What follows belongs to an exercise in optimizing a design on an open flow for a short achievable clock period and few clock cycles per item; a production flow would make more cautious choices. The RTL was checked by simulation tests, not by an equivalence proof against the original design. No driver is modelled on the clock port, so clocking that relies on it looks cheaper here than on a real chip. Power is estimated from default activity; no workload was simulated.

==> trial 46 <==
==> flow/design.v (excerpt) <==
module rvv_backend (
    input  logic                                 clk,
    input  logic                                 rst_n,
    input  logic                                 insts_valid,
    input  logic [rvv_arch_pkg::INST_W-1:0]      insts,
    input  logic [rvv_arch_pkg::XLEN-1:0]        insts_scalar,
    output logic                                 insts_ready,
    output logic [rvv_pipe_pkg::CQ_CNT_W-1:0]    remaining_count,
    output logic                                 rt_valid,
    output rvv_arch_pkg::vidx_t                  rt_vd,
    output rvv_arch_pkg::vreg_t                  rt_data,
    output logic                                 rt_illegal,
    input  logic                                 rt_ready,
    output logic                                 rvv_idle
);
Settings: LEC_CHECK=0, CAP_MARGIN=50, CORE_MARGIN=2, CORE_UTILIZATION=42, PLACE_DENSITY=0.45, SETUP_SLACK_MARGIN=3.5, SLEW_MARGIN=65, TNS_END_PERCENT=100; clock period 6.0 ns.
standard.sh (not shown) runs the stock make flow with config.mk's settings and CLKGATE_MAP_FILE= SYNTH_SCRIPT=/design/flow/synth_recipe.tcl, a recipe that flattens the netlist after the stock synthesis.
==> flow/flow/run.sh <==
#!/bin/bash
# The standard layout (standard.sh) with four additions through ORFS's
# step hooks:
#  - the ports placed on the die's edges by flow/io.tcl (IO_CONSTRAINTS,
#    read by the floorplan step);
#  - the flip-flop driving each output port held next to its pin during
#    global placement (flow/pre_gp.tcl and flow/post_gp.tcl);
#  - more passes of ORFS's own timing repair after the clock tree and
#    global routing steps (flow/post_cts.tcl and flow/post_grt.tcl).
# The ORFS run's whole output goes to standard_finish.log in this folder;
# each ORFS step also keeps its own log under orfs/logs/.
set -o pipefail
here=$(pwd)
bash "$here/standard.sh" \
    IO_CONSTRAINTS="$here/flow/io.tcl" \
    PRE_GLOBAL_PLACE_TCL="$here/flow/pre_gp.tcl" \
    POST_GLOBAL_PLACE_TCL="$here/flow/post_gp.tcl" \
    POST_CTS_TCL="$here/flow/post_cts.tcl" \
    POST_GLOBAL_ROUTE_TCL="$here/flow/post_grt.tcl" \
    finish > "$here/standard_finish.log" 2>&1
Other scripts of this flow, unchanged in this note and not shown: flow/flow/io.tcl, flow/flow/post_cts.tcl, flow/flow/post_gp.tcl, flow/flow/post_grt.tcl, flow/flow/pre_gp.tcl
==> build 25 (differences from trial 46) <==
--- a/flow/design.v
+++ b/flow/design.v
@@ -191,14 +191,15 @@
     output logic                x_legal,
     output rvv_arch_pkg::vidx_t x_vd,
     output logic [3:0]          x_op,     
     output logic                x_sub,
     output logic [7:0]          x_src,    
     output rvv_arch_pkg::vreg_t x_a,
     output rvv_arch_pkg::vreg_t x_b,
+    output rvv_arch_pkg::vreg_t x_bn,     
     output rvv_arch_pkg::vreg_t x_pass,
     output logic                x_xfa,
     output logic                x_xfb
 );
     localparam int NV = rvv_arch_pkg::NUM_VREG;
     localparam int VL = rvv_arch_pkg::VLEN;
     logic [2:0]          d_op;
@@ -339,14 +340,15 @@
         x_op    <= {op == rvv_pipe_pkg::OP_XOR, op == rvv_pipe_pkg::OP_OR,
                     op == rvv_pipe_pkg::OP_AND,
                     op == rvv_pipe_pkg::OP_ADD || op == rvv_pipe_pkg::OP_SUB};
         x_sub   <= (op == rvv_pipe_pkg::OP_SUB);
         x_src   <= src;
         x_a     <= na;
         x_b     <= nb;
+        x_bn    <= ~nb;
         x_xfa   <= xf_a;
         x_xfb   <= xf_b;
         x_pass  <= b_scalar ? splat : (b_vid ? vid : '0);
     end
 endmodule
 `default_nettype wire
 `timescale 1ns/1ps
@@ -465,35 +467,38 @@
     logic                x_legal;
     rvv_arch_pkg::vidx_t x_vd;
     logic [3:0]          x_op;
     logic                x_sub;
     logic [7:0]          x_src;
     rvv_arch_pkg::vreg_t x_a;
     rvv_arch_pkg::vreg_t x_b;
+    rvv_arch_pkg::vreg_t x_bn;
     rvv_arch_pkg::vreg_t x_pass;
     logic                x_xfa;
     logic                x_xfb;
-    logic [63:0]         xa_lo, xb_lo, xp_lo;
+    logic [63:0]         xa_lo, xb_lo, xbn_lo, xp_lo;
     logic [63:0]         l_00, l_00s, l_10, l_10s, l_01, l_01s, l_11;
     logic [15:0]         c_00, c_00s, c_10, c_10s, c_01, c_01s, c_11;
     logic [63:0]         lo_y;
     logic [15:0]         lo_c;
     logic [63:0]         yl;         
+    logic [63:0]         yl_n;       
     logic [15:0]         c4;         
     logic                h_valid;
     logic                h_en;
     logic                h_ill;
     rvv_arch_pkg::vidx_t h_vd;
     logic [3:0]          h_op;
     logic                h_sub;
     logic [7:0]          h_src;
-    logic [63:0]         h_a, h_b, h_pass;
+    logic [63:0]         h_a, h_b, h_bn, h_pass;
     logic [63:0]         u_00, u_00s, u_10, u_10s, u_01, u_01s, u_11;
     logic [63:0]         hi_y;
     logic [63:0]         yh;         
+    logic [63:0]         yh_n;       
     logic [63:0]         yl_d;       
     logic                y_valid;
     logic                y_en;
     logic                y_ill;
     rvv_arch_pkg::vidx_t y_vd;
     rvv_arch_pkg::vreg_t y_data;
     logic                w_en;
@@ -535,35 +540,36 @@
         .accept(accept), .inst(insts), .scalar(insts_scalar[7:0]),
         .regs(regs), .written(written), .w_sel(w_sel),
         .h_en(h_en), .h_vd(h_vd), .h_lo(yl),
         .y_en(y_en), .y_vd(y_vd), .y_data(y_data),
         .w_data(w_data),
         .x_valid(x_valid), .x_legal(x_legal), .x_vd(x_vd),
         .x_op(x_op), .x_sub(x_sub), .x_src(x_src),
-        .x_a(x_a), .x_b(x_b), .x_pass(x_pass),
+        .x_a(x_a), .x_b(x_b), .x_bn(x_bn), .x_pass(x_pass),
         .x_xfa(x_xfa), .x_xfb(x_xfb)
     );
     rvv_vrf u_vrf (
         .clk(clk), .rst_n(rst_n),
         .wr_sel(w_sel), .wr_data(w_data),
         .regs(regs), .written(written)
     );
     always_comb begin
         for (int i = 0; i < rvv_arch_pkg::NUM_ELEM; i++) begin
             xa_lo[i*4 +: 4]  = x_a[i*8 +: 4];
             xb_lo[i*4 +: 4]  = x_b[i*8 +: 4];
+            xbn_lo[i*4 +: 4] = x_bn[i*8 +: 4];
             xp_lo[i*4 +: 4]  = x_pass[i*8 +: 4];
         end
     end
     rvv_alu u_lo_00  (.sel(x_op),    .cin(16'h0000), .a(xa_lo), .b(xb_lo),  .y(l_00),  .cout(c_00));
-    rvv_alu u_lo_00s (.sel(4'b0001), .cin(16'hffff), .a(xa_lo), .b(~xb_lo), .y(l_00s), .cout(c_00s));
+    rvv_alu u_lo_00s (.sel(4'b0001), .cin(16'hffff), .a(xa_lo), .b(xbn_lo), .y(l_00s), .cout(c_00s));
     rvv_alu u_lo_10  (.sel(x_op),    .cin(16'h0000), .a(yl),    .b(xb_lo),  .y(l_10),  .cout(c_10));
-    rvv_alu u_lo_10s (.sel(4'b0001), .cin(16'hffff), .a(yl),    .b(~xb_lo), .y(l_10s), .cout(c_10s));
+    rvv_alu u_lo_10s (.sel(4'b0001), .cin(16'hffff), .a(yl),    .b(xbn_lo), .y(l_10s), .cout(c_10s));
     rvv_alu u_lo_01  (.sel(x_op),    .cin(16'h0000), .a(xa_lo), .b(yl),     .y(l_01),  .cout(c_01));
-    rvv_alu u_lo_01s (.sel(4'b0001), .cin(16'hffff), .a(xa_lo), .b(~yl),    .y(l_01s), .cout(c_01s));
+    rvv_alu u_lo_01s (.sel(4'b0001), .cin(16'hffff), .a(xa_lo), .b(yl_n),   .y(l_01s), .cout(c_01s));
     always_comb begin
         for (int i = 0; i < rvv_arch_pkg::NUM_ELEM; i++) begin
             l_11[i*4 +: 4] = ({4{x_op[0] & ~x_sub}} & {yl[i*4 +: 3], 1'b0})
                            | ({4{x_op[1] | x_op[2]}} & yl[i*4 +: 4]);
             c_11[i]        = yl[i*4 + 3];
             u_11[i*4 +: 4] = ({4{h_op[0] & ~h_sub}} & {yh[i*4 +: 3], c4[i]})
                            | ({4{h_op[1] | h_op[2]}} & yh[i*4 +: 4]);
@@ -591,32 +597,34 @@
         end else begin
             h_valid <= x_valid;
             h_en    <= x_valid & x_legal;
         end
     end
     always_ff @(posedge clk) begin
         yl     <= lo_y;
+        yl_n   <= ~lo_y;
         c4     <= lo_c;
         h_vd   <= x_vd;
         h_ill  <= ~x_legal;
         h_op   <= x_op;
         h_sub  <= x_sub;
         h_src  <= x_src;
         for (int i = 0; i < rvv_arch_pkg::NUM_ELEM; i++) begin
             h_a[i*4 +: 4]    <= x_xfa ? yh[i*4 +: 4] : x_a[i*8 + 4 +: 4];
             h_b[i*4 +: 4]    <= x_xfb ? yh[i*4 +: 4] : x_b[i*8 + 4 +: 4];
+            h_bn[i*4 +: 4]   <= x_xfb ? yh_n[i*4 +: 4] : x_bn[i*8 + 4 +: 4];
             h_pass[i*4 +: 4] <= x_pass[i*8 + 4 +: 4];
         end
     end
     rvv_alu u_hi_00  (.sel(h_op),    .cin(c4), .a(h_a), .b(h_b),  .y(u_00),  .cout());
-    rvv_alu u_hi_00s (.sel(4'b0001), .cin(c4), .a(h_a), .b(~h_b), .y(u_00s), .cout());
+    rvv_alu u_hi_00s (.sel(4'b0001), .cin(c4), .a(h_a), .b(h_bn), .y(u_00s), .cout());
     rvv_alu u_hi_10  (.sel(h_op),    .cin(c4), .a(yh),  .b(h_b),  .y(u_10),  .cout());
-    rvv_alu u_hi_10s (.sel(4'b0001), .cin(c4), .a(yh),  .b(~h_b), .y(u_10s), .cout());
+    rvv_alu u_hi_10s (.sel(4'b0001), .cin(c4), .a(yh),  .b(h_bn), .y(u_10s), .cout());
     rvv_alu u_hi_01  (.sel(h_op),    .cin(c4), .a(h_a), .b(yh),   .y(u_01),  .cout());
-    rvv_alu u_hi_01s (.sel(4'b0001), .cin(c4), .a(h_a), .b(~yh),  .y(u_01s), .cout());
+    rvv_alu u_hi_01s (.sel(4'b0001), .cin(c4), .a(h_a), .b(yh_n), .y(u_01s), .cout());
     assign hi_y = ({64{h_src[0]}} & u_00)
                 | ({64{h_src[1]}} & u_00s)
                 | ({64{h_src[2]}} & u_10)
                 | ({64{h_src[3]}} & u_10s)
                 | ({64{h_src[4]}} & u_01)
                 | ({64{h_src[5]}} & u_01s)
                 | ({64{h_src[6]}} & u_11)
@@ -634,14 +642,15 @@
             for (int i = 0; i < rvv_arch_pkg::NUM_VREG; i++) begin
                 w_sel[i] <= y_en & (y_vd == 5'(i));
             end
         end
     end
     always_ff @(posedge clk) begin
         yh     <= hi_y;
+        yh_n   <= ~hi_y;
         yl_d   <= yl;
         y_vd   <= h_vd;
         y_ill  <= h_ill;
         w_data <= y_data;
         w_vd   <= y_vd;
     end
     always_comb begin
Settings changed: CORE_UTILIZATION 42 to 51, PLACE_DENSITY 0.45 to 0.53.
==> trial 63 (differences from trial 46) <==
--- a/flow/design.v
+++ b/flow/design.v
@@ -191,14 +191,15 @@
     output logic                x_legal,
     output rvv_arch_pkg::vidx_t x_vd,
     output logic [3:0]          x_op,     
     output logic                x_sub,
     output logic [7:0]          x_src,    
     output rvv_arch_pkg::vreg_t x_a,
     output rvv_arch_pkg::vreg_t x_b,
+    output rvv_arch_pkg::vreg_t x_bn,     
     output rvv_arch_pkg::vreg_t x_pass,
     output logic                x_xfa,
     output logic                x_xfb
 );
     localparam int NV = rvv_arch_pkg::NUM_VREG;
     localparam int VL = rvv_arch_pkg::VLEN;
     logic [2:0]          d_op;
@@ -339,14 +340,15 @@
         x_op    <= {op == rvv_pipe_pkg::OP_XOR, op == rvv_pipe_pkg::OP_OR,
                     op == rvv_pipe_pkg::OP_AND,
                     op == rvv_pipe_pkg::OP_ADD || op == rvv_pipe_pkg::OP_SUB};
         x_sub   <= (op == rvv_pipe_pkg::OP_SUB);
         x_src   <= src;
         x_a     <= na;
         x_b     <= nb;
+        x_bn    <= ~nb;
         x_xfa   <= xf_a;
         x_xfb   <= xf_b;
         x_pass  <= b_scalar ? splat : (b_vid ? vid : '0);
     end
 endmodule
 `default_nettype wire
 `timescale 1ns/1ps
@@ -465,35 +467,38 @@
     logic                x_legal;
     rvv_arch_pkg::vidx_t x_vd;
     logic [3:0]          x_op;
     logic                x_sub;
     logic [7:0]          x_src;
     rvv_arch_pkg::vreg_t x_a;
     rvv_arch_pkg::vreg_t x_b;
+    rvv_arch_pkg::vreg_t x_bn;
     rvv_arch_pkg::vreg_t x_pass;
     logic                x_xfa;
     logic                x_xfb;
-    logic [63:0]         xa_lo, xb_lo, xp_lo;
+    logic [63:0]         xa_lo, xb_lo, xbn_lo, xp_lo;
     logic [63:0]         l_00, l_00s, l_10, l_10s, l_01, l_01s, l_11;
     logic [15:0]         c_00, c_00s, c_10, c_10s, c_01, c_01s, c_11;
     logic [63:0]         lo_y;
     logic [15:0]         lo_c;
     logic [63:0]         yl;         
+    logic [63:0]         yl_n;       
     logic [15:0]         c4;         
     logic                h_valid;
     logic                h_en;
     logic                h_ill;
     rvv_arch_pkg::vidx_t h_vd;
     logic [3:0]          h_op;
     logic                h_sub;
     logic [7:0]          h_src;
-    logic [63:0]         h_a, h_b, h_pass;
+    logic [63:0]         h_a, h_b, h_bn, h_pass;
     logic [63:0]         u_00, u_00s, u_10, u_10s, u_01, u_01s, u_11;
     logic [63:0]         hi_y;
     logic [63:0]         yh;         
+    logic [63:0]         yh_n;       
     logic [63:0]         yl_d;       
     logic                y_valid;
     logic                y_en;
     logic                y_ill;
     rvv_arch_pkg::vidx_t y_vd;
     rvv_arch_pkg::vreg_t y_data;
     logic                w_en;
@@ -535,35 +540,36 @@
         .accept(accept), .inst(insts), .scalar(insts_scalar[7:0]),
         .regs(regs), .written(written), .w_sel(w_sel),
         .h_en(h_en), .h_vd(h_vd), .h_lo(yl),
         .y_en(y_en), .y_vd(y_vd), .y_data(y_data),
         .w_data(w_data),
         .x_valid(x_valid), .x_legal(x_legal), .x_vd(x_vd),
         .x_op(x_op), .x_sub(x_sub), .x_src(x_src),
-        .x_a(x_a), .x_b(x_b), .x_pass(x_pass),
+        .x_a(x_a), .x_b(x_b), .x_bn(x_bn), .x_pass(x_pass),
         .x_xfa(x_xfa), .x_xfb(x_xfb)
     );
     rvv_vrf u_vrf (
         .clk(clk), .rst_n(rst_n),
         .wr_sel(w_sel), .wr_data(w_data),
         .regs(regs), .written(written)
     );
     always_comb begin
         for (int i = 0; i < rvv_arch_pkg::NUM_ELEM; i++) begin
             xa_lo[i*4 +: 4]  = x_a[i*8 +: 4];
             xb_lo[i*4 +: 4]  = x_b[i*8 +: 4];
+            xbn_lo[i*4 +: 4] = x_bn[i*8 +: 4];
             xp_lo[i*4 +: 4]  = x_pass[i*8 +: 4];
         end
     end
     rvv_alu u_lo_00  (.sel(x_op),    .cin(16'h0000), .a(xa_lo), .b(xb_lo),  .y(l_00),  .cout(c_00));
-    rvv_alu u_lo_00s (.sel(4'b0001), .cin(16'hffff), .a(xa_lo), .b(~xb_lo), .y(l_00s), .cout(c_00s));
+    rvv_alu u_lo_00s (.sel(4'b0001), .cin(16'hffff), .a(xa_lo), .b(xbn_lo), .y(l_00s), .cout(c_00s));
     rvv_alu u_lo_10  (.sel(x_op),    .cin(16'h0000), .a(yl),    .b(xb_lo),  .y(l_10),  .cout(c_10));
-    rvv_alu u_lo_10s (.sel(4'b0001), .cin(16'hffff), .a(yl),    .b(~xb_lo), .y(l_10s), .cout(c_10s));
+    rvv_alu u_lo_10s (.sel(4'b0001), .cin(16'hffff), .a(yl),    .b(xbn_lo), .y(l_10s), .cout(c_10s));
     rvv_alu u_lo_01  (.sel(x_op),    .cin(16'h0000), .a(xa_lo), .b(yl),     .y(l_01),  .cout(c_01));
-    rvv_alu u_lo_01s (.sel(4'b0001), .cin(16'hffff), .a(xa_lo), .b(~yl),    .y(l_01s), .cout(c_01s));
+    rvv_alu u_lo_01s (.sel(4'b0001), .cin(16'hffff), .a(xa_lo), .b(yl_n),   .y(l_01s), .cout(c_01s));
     always_comb begin
         for (int i = 0; i < rvv_arch_pkg::NUM_ELEM; i++) begin
             l_11[i*4 +: 4] = ({4{x_op[0] & ~x_sub}} & {yl[i*4 +: 3], 1'b0})
                            | ({4{x_op[1] | x_op[2]}} & yl[i*4 +: 4]);
             c_11[i]        = yl[i*4 + 3];
             u_11[i*4 +: 4] = ({4{h_op[0] & ~h_sub}} & {yh[i*4 +: 3], c4[i]})
                            | ({4{h_op[1] | h_op[2]}} & yh[i*4 +: 4]);
@@ -591,32 +597,34 @@
         end else begin
             h_valid <= x_valid;
             h_en    <= x_valid & x_legal;
         end
     end
     always_ff @(posedge clk) begin
         yl     <= lo_y;
+        yl_n   <= ~lo_y;
         c4     <= lo_c;
         h_vd   <= x_vd;
         h_ill  <= ~x_legal;
         h_op   <= x_op;
         h_sub  <= x_sub;
         h_src  <= x_src;
         for (int i = 0; i < rvv_arch_pkg::NUM_ELEM; i++) begin
             h_a[i*4 +: 4]    <= x_xfa ? yh[i*4 +: 4] : x_a[i*8 + 4 +: 4];
             h_b[i*4 +: 4]    <= x_xfb ? yh[i*4 +: 4] : x_b[i*8 + 4 +: 4];
+            h_bn[i*4 +: 4]   <= x_xfb ? yh_n[i*4 +: 4] : x_bn[i*8 + 4 +: 4];
             h_pass[i*4 +: 4] <= x_pass[i*8 + 4 +: 4];
         end
     end
     rvv_alu u_hi_00  (.sel(h_op),    .cin(c4), .a(h_a), .b(h_b),  .y(u_00),  .cout());
-    rvv_alu u_hi_00s (.sel(4'b0001), .cin(c4), .a(h_a), .b(~h_b), .y(u_00s), .cout());
+    rvv_alu u_hi_00s (.sel(4'b0001), .cin(c4), .a(h_a), .b(h_bn), .y(u_00s), .cout());
     rvv_alu u_hi_10  (.sel(h_op),    .cin(c4), .a(yh),  .b(h_b),  .y(u_10),  .cout());
-    rvv_alu u_hi_10s (.sel(4'b0001), .cin(c4), .a(yh),  .b(~h_b), .y(u_10s), .cout());
+    rvv_alu u_hi_10s (.sel(4'b0001), .cin(c4), .a(yh),  .b(h_bn), .y(u_10s), .cout());
     rvv_alu u_hi_01  (.sel(h_op),    .cin(c4), .a(h_a), .b(yh),   .y(u_01),  .cout());
-    rvv_alu u_hi_01s (.sel(4'b0001), .cin(c4), .a(h_a), .b(~yh),  .y(u_01s), .cout());
+    rvv_alu u_hi_01s (.sel(4'b0001), .cin(c4), .a(h_a), .b(yh_n), .y(u_01s), .cout());
     assign hi_y = ({64{h_src[0]}} & u_00)
                 | ({64{h_src[1]}} & u_00s)
                 | ({64{h_src[2]}} & u_10)
                 | ({64{h_src[3]}} & u_10s)
                 | ({64{h_src[4]}} & u_01)
                 | ({64{h_src[5]}} & u_01s)
                 | ({64{h_src[6]}} & u_11)
@@ -634,14 +642,15 @@
             for (int i = 0; i < rvv_arch_pkg::NUM_VREG; i++) begin
                 w_sel[i] <= y_en & (y_vd == 5'(i));
             end
         end
     end
     always_ff @(posedge clk) begin
         yh     <= hi_y;
+        yh_n   <= ~hi_y;
         yl_d   <= yl;
         y_vd   <= h_vd;
         y_ill  <= h_ill;
         w_data <= y_data;
         w_vd   <= y_vd;
     end
     always_comb begin
==> trial 26 (differences from trial 46) <==
--- a/flow/design.v
+++ b/flow/design.v
@@ -191,14 +191,15 @@
     output logic                x_legal,
     output rvv_arch_pkg::vidx_t x_vd,
     output logic [3:0]          x_op,     
     output logic                x_sub,
     output logic [7:0]          x_src,    
     output rvv_arch_pkg::vreg_t x_a,
     output rvv_arch_pkg::vreg_t x_b,
+    output rvv_arch_pkg::vreg_t x_bn,     
     output rvv_arch_pkg::vreg_t x_pass,
     output logic                x_xfa,
     output logic                x_xfb
 );
     localparam int NV = rvv_arch_pkg::NUM_VREG;
     localparam int VL = rvv_arch_pkg::VLEN;
     logic [2:0]          d_op;
@@ -339,14 +340,15 @@
         x_op    <= {op == rvv_pipe_pkg::OP_XOR, op == rvv_pipe_pkg::OP_OR,
                     op == rvv_pipe_pkg::OP_AND,
                     op == rvv_pipe_pkg::OP_ADD || op == rvv_pipe_pkg::OP_SUB};
         x_sub   <= (op == rvv_pipe_pkg::OP_SUB);
         x_src   <= src;
         x_a     <= na;
         x_b     <= nb;
+        x_bn    <= ~nb;
         x_xfa   <= xf_a;
         x_xfb   <= xf_b;
         x_pass  <= b_scalar ? splat : (b_vid ? vid : '0);
     end
 endmodule
 `default_nettype wire
 `timescale 1ns/1ps
@@ -465,35 +467,38 @@
     logic                x_legal;
     rvv_arch_pkg::vidx_t x_vd;
     logic [3:0]          x_op;
     logic                x_sub;
     logic [7:0]          x_src;
     rvv_arch_pkg::vreg_t x_a;
     rvv_arch_pkg::vreg_t x_b;
+    rvv_arch_pkg::vreg_t x_bn;
     rvv_arch_pkg::vreg_t x_pass;
     logic                x_xfa;
     logic                x_xfb;
-    logic [63:0]         xa_lo, xb_lo, xp_lo;
+    logic [63:0]         xa_lo, xb_lo, xbn_lo, xp_lo;
     logic [63:0]         l_00, l_00s, l_10, l_10s, l_01, l_01s, l_11;
     logic [15:0]         c_00, c_00s, c_10, c_10s, c_01, c_01s, c_11;
     logic [63:0]         lo_y;
     logic [15:0]         lo_c;
     logic [63:0]         yl;         
+    logic [63:0]         yl_n;       
     logic [15:0]         c4;         
     logic                h_valid;
     logic                h_en;
     logic                h_ill;
     rvv_arch_pkg::vidx_t h_vd;
     logic [3:0]          h_op;
     logic                h_sub;
     logic [7:0]          h_src;
-    logic [63:0]         h_a, h_b, h_pass;
+    logic [63:0]         h_a, h_b, h_bn, h_pass;
     logic [63:0]         u_00, u_00s, u_10, u_10s, u_01, u_01s, u_11;
     logic [63:0]         hi_y;
     logic [63:0]         yh;         
+    logic [63:0]         yh_n;       
     logic [63:0]         yl_d;       
     logic                y_valid;
     logic                y_en;
     logic                y_ill;
     rvv_arch_pkg::vidx_t y_vd;
     rvv_arch_pkg::vreg_t y_data;
     logic                w_en;
@@ -535,35 +540,36 @@
         .accept(accept), .inst(insts), .scalar(insts_scalar[7:0]),
         .regs(regs), .written(written), .w_sel(w_sel),
         .h_en(h_en), .h_vd(h_vd), .h_lo(yl),
         .y_en(y_en), .y_vd(y_vd), .y_data(y_data),
         .w_data(w_data),
         .x_valid(x_valid), .x_legal(x_legal), .x_vd(x_vd),
         .x_op(x_op), .x_sub(x_sub), .x_src(x_src),
-        .x_a(x_a), .x_b(x_b), .x_pass(x_pass),
+        .x_a(x_a), .x_b(x_b), .x_bn(x_bn), .x_pass(x_pass),
         .x_xfa(x_xfa), .x_xfb(x_xfb)
     );
     rvv_vrf u_vrf (
         .clk(clk), .rst_n(rst_n),
         .wr_sel(w_sel), .wr_data(w_data),
         .regs(regs), .written(written)
     );
     always_comb begin
         for (int i = 0; i < rvv_arch_pkg::NUM_ELEM; i++) begin
             xa_lo[i*4 +: 4]  = x_a[i*8 +: 4];
             xb_lo[i*4 +: 4]  = x_b[i*8 +: 4];
+            xbn_lo[i*4 +: 4] = x_bn[i*8 +: 4];
             xp_lo[i*4 +: 4]  = x_pass[i*8 +: 4];
         end
     end
     rvv_alu u_lo_00  (.sel(x_op),    .cin(16'h0000), .a(xa_lo), .b(xb_lo),  .y(l_00),  .cout(c_00));
-    rvv_alu u_lo_00s (.sel(4'b0001), .cin(16'hffff), .a(xa_lo), .b(~xb_lo), .y(l_00s), .cout(c_00s));
+    rvv_alu u_lo_00s (.sel(4'b0001), .cin(16'hffff), .a(xa_lo), .b(xbn_lo), .y(l_00s), .cout(c_00s));
     rvv_alu u_lo_10  (.sel(x_op),    .cin(16'h0000), .a(yl),    .b(xb_lo),  .y(l_10),  .cout(c_10));
-    rvv_alu u_lo_10s (.sel(4'b0001), .cin(16'hffff), .a(yl),    .b(~xb_lo), .y(l_10s), .cout(c_10s));
+    rvv_alu u_lo_10s (.sel(4'b0001), .cin(16'hffff), .a(yl),    .b(xbn_lo), .y(l_10s), .cout(c_10s));
     rvv_alu u_lo_01  (.sel(x_op),    .cin(16'h0000), .a(xa_lo), .b(yl),     .y(l_01),  .cout(c_01));
-    rvv_alu u_lo_01s (.sel(4'b0001), .cin(16'hffff), .a(xa_lo), .b(~yl),    .y(l_01s), .cout(c_01s));
+    rvv_alu u_lo_01s (.sel(4'b0001), .cin(16'hffff), .a(xa_lo), .b(yl_n),   .y(l_01s), .cout(c_01s));
     always_comb begin
         for (int i = 0; i < rvv_arch_pkg::NUM_ELEM; i++) begin
             l_11[i*4 +: 4] = ({4{x_op[0] & ~x_sub}} & {yl[i*4 +: 3], 1'b0})
                            | ({4{x_op[1] | x_op[2]}} & yl[i*4 +: 4]);
             c_11[i]        = yl[i*4 + 3];
             u_11[i*4 +: 4] = ({4{h_op[0] & ~h_sub}} & {yh[i*4 +: 3], c4[i]})
                            | ({4{h_op[1] | h_op[2]}} & yh[i*4 +: 4]);
@@ -591,32 +597,34 @@
         end else begin
             h_valid <= x_valid;
             h_en    <= x_valid & x_legal;
         end
     end
     always_ff @(posedge clk) begin
         yl     <= lo_y;
+        yl_n   <= ~lo_y;
         c4     <= lo_c;
         h_vd   <= x_vd;
         h_ill  <= ~x_legal;
         h_op   <= x_op;
         h_sub  <= x_sub;
         h_src  <= x_src;
         for (int i = 0; i < rvv_arch_pkg::NUM_ELEM; i++) begin
             h_a[i*4 +: 4]    <= x_xfa ? yh[i*4 +: 4] : x_a[i*8 + 4 +: 4];
             h_b[i*4 +: 4]    <= x_xfb ? yh[i*4 +: 4] : x_b[i*8 + 4 +: 4];
+            h_bn[i*4 +: 4]   <= x_xfb ? yh_n[i*4 +: 4] : x_bn[i*8 + 4 +: 4];
             h_pass[i*4 +: 4] <= x_pass[i*8 + 4 +: 4];
         end
     end
     rvv_alu u_hi_00  (.sel(h_op),    .cin(c4), .a(h_a), .b(h_b),  .y(u_00),  .cout());
-    rvv_alu u_hi_00s (.sel(4'b0001), .cin(c4), .a(h_a), .b(~h_b), .y(u_00s), .cout());
+    rvv_alu u_hi_00s (.sel(4'b0001), .cin(c4), .a(h_a), .b(h_bn), .y(u_00s), .cout());
     rvv_alu u_hi_10  (.sel(h_op),    .cin(c4), .a(yh),  .b(h_b),  .y(u_10),  .cout());
-    rvv_alu u_hi_10s (.sel(4'b0001), .cin(c4), .a(yh),  .b(~h_b), .y(u_10s), .cout());
+    rvv_alu u_hi_10s (.sel(4'b0001), .cin(c4), .a(yh),  .b(h_bn), .y(u_10s), .cout());
     rvv_alu u_hi_01  (.sel(h_op),    .cin(c4), .a(h_a), .b(yh),   .y(u_01),  .cout());
-    rvv_alu u_hi_01s (.sel(4'b0001), .cin(c4), .a(h_a), .b(~yh),  .y(u_01s), .cout());
+    rvv_alu u_hi_01s (.sel(4'b0001), .cin(c4), .a(h_a), .b(yh_n), .y(u_01s), .cout());
     assign hi_y = ({64{h_src[0]}} & u_00)
                 | ({64{h_src[1]}} & u_00s)
                 | ({64{h_src[2]}} & u_10)
                 | ({64{h_src[3]}} & u_10s)
                 | ({64{h_src[4]}} & u_01)
                 | ({64{h_src[5]}} & u_01s)
                 | ({64{h_src[6]}} & u_11)
@@ -634,14 +642,15 @@
             for (int i = 0; i < rvv_arch_pkg::NUM_VREG; i++) begin
                 w_sel[i] <= y_en & (y_vd == 5'(i));
             end
         end
     end
     always_ff @(posedge clk) begin
         yh     <= hi_y;
+        yh_n   <= ~hi_y;
         yl_d   <= yl;
         y_vd   <= h_vd;
         y_ill  <= h_ill;
         w_data <= y_data;
         w_vd   <= y_vd;
     end
     always_comb begin
Settings changed: CORE_UTILIZATION 42 to 54, PLACE_DENSITY 0.45 to 0.56.
==> qor.csv <==
stage,metric,value,unit
critical_path,reg-to-reg startpoint,u_dispatch.slo_a[26],
grt,vias in the first global route,215764,
layout,num sequential,6340,
drt,Met3 Routed Length,214000,um
power,Max VDD drop,0.323,mV
outcome,status,finished clean,
layout,P&R area growth vs syn,20.1,%
drt,M1 WL,563000,um
synth,fraction of synthesized area in multiplexers,4.21,%
power,clk pwr,45.1,mW
drt,1st-iter DRT viols,46795,
power,PwrDens,279,nW/um2
floorplanning,Die Y,827,um
# the run above: trial 46

==> qor.csv <==
stage,metric,value,unit
outcome,status,finished clean,
floorplanning,Die Y,763,um
drt,M1 WL,479000,um
drt,1st-iter DRT viols,51168,
power,Max VDD drop,0.348,mV
layout,num sequential,6660,
power,clk pwr,44.7,mW
drt,Met3 Routed Length,229000,um
power,PwrDens,279,nW/um2
critical_path,reg-to-reg startpoint,u_dispatch.shi_b[19],
grt,vias in the first global route,218848,
layout,P&R area growth vs syn,17.6,%
# the run above: build 25

==> qor.csv <==
stage,metric,value,unit
outcome,status,finished clean,
layout,num sequential,6660,
drt,Initial DRT Pass Iterations,12,
sta,worst rel slew slack,52.1,%
grt,antenna violations before repair,77,
drt,Met3 Routed Length,239000,um
power,clk pwr,44.6,mW
power,share of total power in the clock network,46.2,%
critical_path,reg-to-reg startpoint,u_dispatch.shi_a[19],
floorplanning,Die Y,742,um
drt,1st-iter DRT viols,54562,
power,PwrDens,279,nW/um2
critical_path,stages on the worst setup path,1,
drt,M1 WL,462000,um
grt,vias in the first global route,220277,
power,Max VDD drop,0.329,mV
critical_path,CP max stage cell,dfxtp_2,
layout,P&R area growth vs syn,17.5,%
# the run above: trial 26

==> qor.csv <==
stage,metric,value,unit
layout,num sequential,6660,
critical_path,reg-to-reg startpoint,u_dispatch.shi_b[27],
synth,Post-Synth Adder-Cell Area,6.47,%
power,clk pwr,47.6,mW
layout,multi-input logic area,102000,um2
drt,1st-iter DRT viols,43483,
floorplanning,Die Y,841,um
outcome,status,finished clean,
layout,P&R area growth vs syn,19.7,%
drt,Met3 Routed Length,206000,um
power,PwrDens,283,nW/um2
power,share of total power in the clock network,47.8,%
grt,vias in the first global route,219211,
layout,final core utilization,50.4,%
# the run above: trial 63

Testbench counts of trial 46, summed over its fixed seeds: cycles 3,240, items 3,200.
Testbench counts of build 25, summed over its fixed seeds: cycles 3,240, items 3,200.
Testbench counts of trial 63, summed over its fixed seeds: cycles 3,240, items 3,200.
Testbench counts of trial 26, summed over its fixed seeds: cycles 3,240, items 3,200.

-- re-timing with driven ports --
How much do the figures lean on ideal ports? The routed layouts below were timed once more, with nothing changed but the port constraints. Step 1 sets driving cells, clkbuf_16 on the clock port and buf_2 on the other inputs (assumed; they add their load-dependent delay and slew). Step 2 also shifts input and output timing later by t, the mid clock arrival at the registers, as if the neighbouring blocks saw the same clock. Three values: ideal, step 1, step 2; two values: the first two.
run	t, ns	slack for setup (ns)	worst setup path at the end	slew at the worst register clock pin (ns)	cell pins on the clock port's net
trial 46	1.228	3.217 / 3.118 / 2.414	input to register	0.07 / 0.07	1
build 25	1.240	3.231 / 3.137 / 2.375	input to register	0.07 / 0.07	1
trial 63	1.261	3.215 / 3.116 / 2.238	input to register	0.07 / 0.07	1
trial 26	1.246	3.223 / 3.128 / 2.398	input to register	0.07 / 0.07	1
After both steps every run listed still meets setup and hold. For trial 63, which loses most, drivers alone change the setup slack by -0.099 ns; drivers and shift together by -0.977 ns.
